From an optimization exercise on the open Yosys and OpenROAD flow, aimed at small area and few clock cycles; shortcuts taken in it are not production practice. The RTL was checked by simulation tests, not by an equivalence proof against the original design. Power and IR drop assume default switching activity. The clock port is modelled as an ideal driver; clocking choices that lean on that would not hold on a real chip.

// bnn_rocc_accel
module bnn_rocc_accel (
  input  wire                        clk_i,
  input  wire                        rst_n_i,
  input  wire                        en_i,
  input  wire                        rocc_cmd_v_i,
  input  wire bnn_pkg::rocc_cmd_t    rocc_cmd_data_i,
  output logic                       rocc_cmd_ready_o,
  output logic                       rocc_resp_v_o,
  output bnn_pkg::rocc_resp_t        rocc_resp_data_o,
  input  wire                        rocc_resp_ready_i,
  output logic                       rocc_mem_req_v_o,
  output bnn_pkg::mem_req_t          rocc_mem_req_data_o,
  input  wire                        rocc_mem_req_ready_i,
  input  wire                        rocc_mem_resp_v_i,
  input  wire bnn_pkg::mem_resp_t    rocc_mem_resp_data_i,
  output bnn_pkg::ctrl_out_t         rocc_ctrl_o,
  input  wire                        manycore_req_val_i,
  input  wire [bnn_pkg::XLEN-1:0]    manycore_req_msg_i,
  output logic                       manycore_req_rdy_o
);
For scale: ~2200 cells after synthesis, roughly 620 flip-flops, about 520 I/O pins.
Settings: LEC_CHECK=0, CAP_MARGIN=20, CORE_MARGIN=2, CORE_UTILIZATION=40, SLEW_MARGIN=20; clock period 10.0 ns.
standard.sh (not shown) runs the stock make flow with config.mk's settings and CLKGATE_MAP_FILE= SYNTH_SCRIPT=/design/flow/synth_recipe.tcl, a recipe that flattens the netlist after the stock synthesis.
==> flow/flow/run.sh <==
#!/bin/bash
# The standard layout with three changes:
# - synthesis leaves full adders to abc (no ADDER_MAP_FILE), so the popcount tree is mapped
#   for delay as a whole; the registers are the standard synthesis's, unchanged;
# - the port buffers are the smallest plain buffer; the resizer upsizes them where needed;
# - the clock tree uses larger sink clusters and no dummy loads.
set -euo pipefail
bash standard.sh ADDER_MAP_FILE= "BUFFER_PORTS_ARGS=-buffer_cell sky130_fd_sc_hd__buf_1" \
  "CTS_ARGS=-sink_clustering_enable -repair_clock_nets -sink_clustering_size 30 -sink_clustering_max_diameter 150 -dont_use_dummy_load" \
  SKIP_REPAIR_TIE_FANOUT=1 \
  finish > standard.log 2>&1
Testbench counts at the start, summed over its fixed seeds: cycles 14,970.
Change:
==> flow/flow/run.sh (replaced) <==
#!/bin/bash
# The standard layout with two changes:
# - synthesis leaves full adders to abc (no ADDER_MAP_FILE), so the popcount tree is mapped
#   for delay as a whole; the registers are the standard synthesis's, unchanged;
# - the port buffers are the smallest plain buffer; the resizer upsizes them where needed.
set -euo pipefail
bash standard.sh ADDER_MAP_FILE= "BUFFER_PORTS_ARGS=-buffer_cell sky130_fd_sc_hd__buf_1" finish > standard.log 2>&1
--- a/flow/config.mk
+++ b/flow/config.mk
@@ -9,3 +9,3 @@
 export CORE_MARGIN = 2
-export CORE_UTILIZATION = 40
+export CORE_UTILIZATION = 60
 export SLEW_MARGIN = 20
Outcome: The changed run completed with no timing, DRC or antenna violations; hold slack degrades by 0.014 ns; wire length came out lower by 4.0%; total power came out higher by 12%; sequential cell count is unchanged; die area came out lower by about 33%; cell count came out lower by about 4%; fmax came out lower by about 0.75%.
Change:
==> flow/flow/run.sh (replaced) <==
#!/bin/bash
# The standard layout with three changes:
# - synthesis leaves full adders to abc (no ADDER_MAP_FILE), so the popcount tree is mapped
#   for delay as a whole; the registers are the standard synthesis's, unchanged;
# - the port buffers are the smallest plain buffer; the resizer upsizes them where needed;
# - the clock tree uses larger sink clusters and no dummy loads.
set -euo pipefail
bash standard.sh ADDER_MAP_FILE= "BUFFER_PORTS_ARGS=-buffer_cell sky130_fd_sc_hd__buf_1" \
  "CTS_ARGS=-sink_clustering_enable -repair_clock_nets -sink_clustering_size 30 -sink_clustering_max_diameter 150 -dont_use_dummy_load" \
  finish > standard.log 2>&1
--- a/flow/config.mk
+++ b/flow/config.mk
@@ -9,3 +9,3 @@
 export CORE_MARGIN = 2
-export CORE_UTILIZATION = 60
+export CORE_UTILIZATION = 40
 export SLEW_MARGIN = 20
Total power went down by 9.1%.
Wire length went up by 1.9%.
Synthesized cell count is unchanged.
Worst setup slack gets better by 0.049 ns.
Final cell count went up by 8.2%.
Global-route usage went down by 9.3 points.
Register-to-register slack gets worse by 0.26 ns.

yarrow:
Another version of the RTL of bnn_rocc_accel (not shown whole).
For scale: ~2,200 cells after synthesis, ~620 flip-flops, roughly 520 I/O pins, roughly 28,000 sq um of cells after synthesis.
==> flow/design.v (excerpt) <==
module bnn_rocc_accel (
  input  wire                        clk_i,
  input  wire                        rst_n_i,
  input  wire                        en_i,
  input  wire                        rocc_cmd_v_i,
  input  wire bnn_pkg::rocc_cmd_t    rocc_cmd_data_i,
  output logic                       rocc_cmd_ready_o,
  output logic                       rocc_resp_v_o,
  output bnn_pkg::rocc_resp_t        rocc_resp_data_o,
  input  wire                        rocc_resp_ready_i,
  output logic                       rocc_mem_req_v_o,
  output bnn_pkg::mem_req_t          rocc_mem_req_data_o,
  input  wire                        rocc_mem_req_ready_i,
  input  wire                        rocc_mem_resp_v_i,
  input  wire bnn_pkg::mem_resp_t    rocc_mem_resp_data_i,
  output bnn_pkg::ctrl_out_t         rocc_ctrl_o,
  input  wire                        manycore_req_val_i,
  input  wire [bnn_pkg::XLEN-1:0]    manycore_req_msg_i,
  output logic                       manycore_req_rdy_o
);
export LEC_CHECK = 0
export CAP_MARGIN = 20
export CORE_MARGIN = 2
export CORE_UTILIZATION = 40
export SLEW_MARGIN = 20
create_clock -name core_clock -period 10.0 [get_ports {clk_i}]
run.sh (not shown) runs the stock make flow with config.mk's settings and CLKGATE_MAP_FILE= SYNTH_SCRIPT=/design/flow/synth_recipe.tcl, a recipe that flattens the netlist after the stock synthesis.
Stock flow here: none of the scripts above is used.
No crash in yarrow: every stage finished, but the layout fails its final checks due to negative setup slack.
Testbench counts of yarrow, summed over its fixed seeds: cycles 14,970.
Inputs modified between yarrow and maple:
Settings: an added SETUP_SLACK_MARGIN of 0.3.
### Flow results
maple finished all stages; layout check result: FAIL, due to negative setup slack.
Placed cell area: maple vs yarrow up 120 sq um
For number of global-route vias before repair, maple and yarrow come out practically identical.
maple — shortest period the worst path allows 0.15 ns higher, yarrow as reference
Compared with yarrow, maple degrades worst voltage drop across the vdd grid.
Compared with yarrow, maple shows period utilization higher by 1.5 points.
In terms of standard cell core area, maple and yarrow differ only marginally.
Count of placed standard cells including taps delta for maple relative to yarrow: 0.34% higher
maple — setup TNS 0.16 ns lower, yarrow as reference

[afterwards: timing with drivers on the ports]
The flow's constraints put no driver on any port. The routed layouts listed below were extracted and timed again, unchanged, in two steps. Step 1, drivers: a clkbuf_16 drives clk_i and a buf_2 each remaining input, both assumed. Step 2 also shifts input and output timing later by t, the mid clock arrival at the registers, as if the neighbouring blocks saw the same clock. Slacks: no drivers / after step 1 / after step 2; pairs: no drivers / after step 1.
run | t, ns | setup WS [ns] | hold WS [ns] | latest minus earliest clock arrival (ns)
the first run of note 1 | 0.661 | 0.285 / 0.236 / 0.236 | 0.466 / 0.466 / 0.466 | 0.042 / 0.043
the second run of note 1 | 0.663 | 0.212 / 0.186 / 0.186 | 0.451 / 0.451 / 0.451 | 0.047 / 0.047
the third run of note 1 | 0.641 | 0.261 / 0.169 / 0.169 | 0.459 / 0.459 / 0.459 | 0.088 / 0.088
yarrow | 0.684 | -0.005 / -0.036 / -0.036 | 0.457 / 0.457 / 0.457 | 0.023 / 0.024
maple | 0.670 | -0.157 / -0.179 / -0.179 | 0.449 / 0.449 / 0.449 | 0.050 / 0.050
For the third run of note 1, which loses most, drivers alone change the setup slack by -0.092 ns; drivers and shift together by -0.092 ns.
